Context: an optimization exercise on an open-source flow, tuned for small area, a short achievable clock period and few clock cycles per item. The choices shown serve that exercise and are no tape-out recipe.
The RTL was checked by simulation tests, not by an equivalence proof against the original design.
No activity file was given, so power comes from the tool's default toggle rates.

File: run.sh
#!/bin/bash
# synth_recipe.tcl (not shown) runs the flow's synth.tcl, then flattens the netlist and writes it again
# the make line also repeats each setting of config.mk as NAME=value (left out here)
make -C /OpenROAD-flow-scripts/flow DESIGN_CONFIG=/design/flow/config.mk WORK_HOME=/design/flow/orfs CLKGATE_MAP_FILE= SYNTH_SCRIPT=/design/flow/synth_recipe.tcl finish
File: config.mk
export PLATFORM = sky130hd
export DESIGN_NAME = cory_vtap2
export DESIGN_NICKNAME = cory_vtap2
export VERILOG_FILES = /design/flow/design.v
export SDC_FILE = /design/flow/constraint.sdc
export NUM_CORES = 4
export LEC_CHECK = 0
export ABC_CLOCK_PERIOD_IN_PS = 2000
export CAP_MARGIN = 20
export CORE_MARGIN = 2
export CORE_UTILIZATION = 40
export SETUP_SLACK_MARGIN = 1.3
export SLEW_MARGIN = 20
File: constraint.sdc
create_clock -name core_clock -period 3.3 [get_ports {clk}]
set_input_delay 0.6600 -clock core_clock [delete_from_list [all_inputs] [get_ports {clk}]]
set_output_delay 0.6600 -clock core_clock [all_outputs]
set_load 0.01 [all_outputs]
File: design.v
module cory_vtap2 #(
  parameter int N = 8,
  parameter int W = 8
) (
  input  logic         clk,
  input  logic         reset,
  input  logic         i_a_v,
  input  logic [N-1:0] i_a_d,
  input  logic         i_a_last_x,
  input  logic         i_a_last_y,
  output logic         o_a_r,
  output logic         o_z_v,
  output logic [N-1:0] o_z_d,
  output logic [N-1:0] o_z_up,
  output logic         o_z_up_v,
  output logic         o_z_last_x,
  output logic         o_z_last_y,
  input  logic         i_z_r
);
  localparam int D = 1 << W;
  logic [N-1:0] line_q [D];
  logic [W-1:0] col_q, col_d;
  logic         row0_q, row0_d;
  logic         v_q, v_d;
  logic [N-1:0] d_q, d_d;
  logic [N-1:0] up_q, up_d;
  logic         upv_q, upv_d;
  logic         lx_q, lx_d;
  logic         ly_q, ly_d;
  logic         acc;
  logic [N-1:0] rd;
  logic [N-1:0] border;
  assign o_a_r = ~v_q | i_z_r;
  assign acc   = i_a_v & o_a_r;
  assign rd    = line_q[col_q];
  assign border = '0;
  always_comb begin
    col_d  = col_q;
    row0_d = row0_q;
    v_d    = v_q;
    d_d    = d_q;
    up_d   = up_q;
    upv_d  = upv_q;
    lx_d   = lx_q;
    ly_d   = ly_q;
    if (acc) begin
      v_d   = 1'b1;
      d_d   = i_a_d;
      upv_d = ~row0_q;
      up_d  = row0_q ? border : rd;
      lx_d  = i_a_last_x;
      ly_d  = i_a_last_y;
      if (i_a_last_x) begin
        col_d  = '0;
        row0_d = i_a_last_y;
      end else begin
        col_d  = col_q + 1'b1;
      end
    end else if (i_z_r) begin
      v_d = 1'b0;
    end
  end
  always_ff @(posedge clk) begin
    if (reset) begin
      col_q  <= '0;
      row0_q <= 1'b1;
      v_q    <= 1'b0;
      d_q    <= '0;
      up_q   <= '0;
      upv_q  <= 1'b0;
      lx_q   <= 1'b0;
      ly_q   <= 1'b0;
    end else begin
      col_q  <= col_d;
      row0_q <= row0_d;
      v_q    <= v_d;
      d_q    <= d_d;
      up_q   <= up_d;
      upv_q  <= upv_d;
      lx_q   <= lx_d;
      ly_q   <= ly_d;
    end
  end
  always_ff @(posedge clk) begin
    if (acc & ~reset) line_q[col_q] <= i_a_d;
  end
  assign o_z_v      = v_q;
  assign o_z_d      = d_q;
  assign o_z_up     = up_q;
  assign o_z_up_v   = upv_q;
  assign o_z_last_x = lx_q;
  assign o_z_last_y = ly_q;
endmodule
==> impl_metrics.tcl <==
set metrics [dict create \
    path_buf_inv 4 \
    synth_cell_types 58 \
    hold_class "in -> reg" \
    ioPinCount 35 \
    yosysWarnings 1 \
    synth.ff_latch_count 2085 \
    wl_mm 231 \
    postLayoutCoreUtil_pct 50.6 \
    end_kind "flip-flop" \
    peakVddDrop_v 0.000479 \
    worstPathMaxFanout 6 \
    syn-num-nets 3916 \
    setup_viol 0 \
    async_flop_share_pct 0 \
    drtPass1Iterations 5 \
    final_hold_viol_count 0 \
    cp_slowest_stage_delay_ns 0.53 \
    drtAntennaViolNets 0 \
    worstPathArrival_ns 3.77 \
    max_freq_mhz 335 \
    cellLeakagePower_nw 31.8 \
    p_total_mw 56.1 \
    clk_pin_slew_worst_paths_ns 0.06 \
    cp_cell_sequence "buf_12 > buf_12 > buf_16 > buf_4 > mux4_2 > o22ai_4 > nor3_2 > a31oi_1 > a21oi_2 > a311o_2 > a32o_1" \
    p_per_area_mw_per_mm2 550 \
    final_max_slew_viol_count 0 \
    finalCriticalPeriod_ns 2.98 \
    port_buffers 34 \
    cts_buffer_depth 3 \
    htree_levels 4 \
    antennaDiodeCount 0 \
    route.detailed.drc 0 \
    gp_congestion 0.849 \
    grt_pass1_vias 42000 \
    rr_worst_depth 11 \
    grt_use_total_pct 21.9 \
    cts_inserted_buffers 212 \
    die_w_microns 454 \
    grt_pass1_wl_mm 321 \
    start_kind "flip-flop" \
    r2r_end "up_q[2]" \
    dieArea_sq_mm 0.206 \
    grt_max_degree 92 \
    antenna_found_initial 5 \
    min_to "line_q[55][5]" \
    drive_gt1_share_pct 40.2 \
    cts_tree "done" \
    clock-sinks 2085 \
    area_growth_pct 26.0 \
    critPathRequiredTime_ns 4.09 \
    ys_seq_area_share_pct 76.9 \
    synthTopCellsByArea "edfxtp_1 (76%), mux4_2 (13%), mux2i_1 (1.2%)" \
    rsz0062_at_grt "true" \
    insertion_delay_ns 0.90 \
    vias_per_cell 5.83 \
    dp_hpwl_mm 138 \
    synth_cells 3898 \
    finalNetCount 4562 \
    slowest_stage "mux4_2" \
    crit_type "reg -> reg" \
    min_period_over_period_pct 90.4 \
    wl_per_cell_microns 31.2 \
    rrSetupSlack_ns 0.32 \
    start_util_pct 40.1 \
    vias 43100 \
    ys.flop_type "edfxtp_1" \
    yosys.area.top_type "edfxtp_1" \
    status "complete, no violations" \
    syn_area_sq_mm 0.0810 \
    tightest_slew_ns 0.905 \
    min_path_cells 1 \
    cts_root_buf "clkbuf_16" \
    maxCapViolCount 0 \
    core_area_sq_mm 0.202 \
    hp-start "i_a_d[5]" \
    synth_edf_count 2048 \
    crit_path_frequent_cell "buf_12" \
    avgSynthCellArea_sq_um 20.8 \
    fin_worst_skew_ns 0.0645 \
    synth.top_cell.area_share_pct 76.0 \
    die_y_microns 454 \
    slew_headroom_pct 39.7 \
    rows 165 \
    first_iter_violations 4815 \
    critical_path.top_delay_family "compound AO/OA/AOI/OAI gates" \
    grt_overflow_total 0 \
]
[routing by layer]
metal  GRT usage [%]  routed length (microns)  share of wire, %  vias up
met5               0                       27             0.012        -
li1                -                        -                 -    17600
met2            34.7                   110000                48     1916
met3            3.69                    18200               7.9      383
met4            6.96                     8370               3.6        4
met1            31.0                    94200                41    23200
[layout by cell type (no fill, tap or decap), types with 21 or more instances in the layout]
| cell | instances |
|---|---|
| nor3_4 | 44 |
| buf_6 | 117 |
| a21oi_1 | 56 |
| bufinv_16 | 21 |
| buf_16 | 31 |
| o22ai_1 | 40 |
| o221ai_1 | 27 |
| edfxtp_1 | 2048 |
| clkbuf_1 | 38 |
| mux4_2 | 485 |
| mux2i_1 | 95 |
| buf_4 | 264 |
| buf_12 | 209 |
| clkbuf_16 | 221 |
| clkinv_1 | 47 |
| a22oi_1 | 31 |
| nand3_1 | 36 |
| nand2_1 | 162 |
| clkinv_2 | 47 |
| nor3_1 | 25 |
| nor2_1 | 42 |
| nor2_4 | 209 |
[Yosys cell counts (all sizes together) (7+ instances only)]
cell type / number
clkbuf: 98
a21oi: 60
o22ai: 45
buf: 140
a22oi: 43
a311oi: 9
mux2i: 101
a221oi: 7
nor2b: 16
inv: 9
a211oi: 20
nand2b: 11
dfxtp: 37
o21ai: 23
and2: 13
o221ai: 27
a32o: 8
edfxtp: 2048
a31oi: 20
nor3: 79
nand3: 57
mux4: 490
and3: 7
mux2: 13
nand2: 184
nand4: 10
nor2: 257
[registers in the layout (all words and copies together), names as in the netlist, named ones only]
name	cells
line_q	2048
col_q	8
d_q	8
up_q	8
lx_q	1
ly_q	1
row0_q	1
upv_q	1
v_q	1
[worst register-to-register path: stages (launching register included)]
cell and delay, ns:
dfxtp_4 0.42, buf_12 0.17, buf_12 0.12, buf_16 0.13, buf_4 0.14, mux4_2 0.53, o22ai_4 0.21, nor3_2 0.10
a31oi_1 0.19, a21oi_2 0.09, a311o_2 0.51, a32o_1 0.28
[report_power, final]
group	switching [mW]	total, mW	leakage [nW]	internal [mW]
Sequential	0.0271	29.1	18.7	29.1
Combinational	1.61	2.97	9.66	1.36
Clock	10.4	24.0	3.40	13.6
[worst max-delay path by stage]
stage | endpoint | from | cells after the start | slack, ns
detailed placement | up_q[0] | flip-flop | 10 | -0.14
finish | up_q[2] | flip-flop | 11 | 0.32
CTS | up_q[2] | flip-flop | 10 | 0.35
floorplan | up_q[1] | flip-flop | 8 | 0.97
global route | up_q[2] | flip-flop | 11 | 0.26
global placement | up_q[0] | flip-flop | 10 | -0.14
[per-stage QoR]
stage | hold WS (ns) | worst slack [ns] | cells | setup TNS [ns] | instance area, sq um
floorplan | 0.460 | 0.973 | 3898 | 0 | 83300
global placement | 0.445 | -0.138 | 6731 | -0.301 | 88700
detailed placement | 0.448 | -0.135 | 6731 | -0.299 | 88700
CTS | 0.291 | 0.353 | 7229 | 0 | 98100
global route | 0.324 | 0.261 | 7398 | 0 | 102000
finish | 0.326 | 0.316 | 7398 | 0 | 102000
[cells by family (layout without fill, tap and decap cells)]
group,count (synthesis),in the layout,share of synthesized area (%)
compound gates,298,298,2.56
simple gates,653,654,3.48
flops,2085,2085,76.9
mux,604,604,15.1
buf+inv,247,1074,1.84
fa+ha+maj,4,4,0.0618
xor+xnor,7,7,0.0757
[timing repair]
item	CTS	global route
setup buffers	86	160
gates resized for setup	289	296
hold buffers	1	0
gates cloned	15	9
pin swaps	62	196
endpoints found under the setup margin	1929	1932
endpoints found under the hold margin	4	0
[layout make-up]
cell class,instances,area (sq um)
Fill cell,15800,99700
Clock inverter,142,1460
Sequential cell,2085,62300
Multi-Input combinational cell,1567,20200
Tap cell,2672,3340
Clock buffer,254,5500
Timing Repair Buffer,669,9200
Inverter,9,38.8
Testbench counts, summed over its fixed seeds: cycles 43,868, items 43,860.

==> static timing again, ports no longer ideal <==
The flow's constraints put no driver on any port. The routed layout listed below was extracted and timed again, unchanged, in two steps.
Step 1 (the two cells are an assumption about what drives the block):
set clk [get_ports {clk}]
set_driving_cell -lib_cell sky130_fd_sc_hd__clkbuf_16 $clk
set_driving_cell -lib_cell sky130_fd_sc_hd__buf_2 [delete_from_list [all_inputs] $clk]
Step 2, shift: input delay + t, output delay - t, t = (earliest + latest rising clock arrival at the registers) / 2. This alone moves slack from input paths to output paths.
a / b / c = ideal ports / drivers / drivers and shift; a / b = the first two.
shift t [ns]: 0.952
setup slack, ns: 0.316 / 0.316 / 0.302
hold WS [ns]: 0.326 / 0.272 / 0.459
worst slew at a driven data input, ns: 0.06
After both steps setup and hold are still met in this run. The setup slack of this run moves by 0.000 ns with the drivers and by -0.014 ns with both steps.
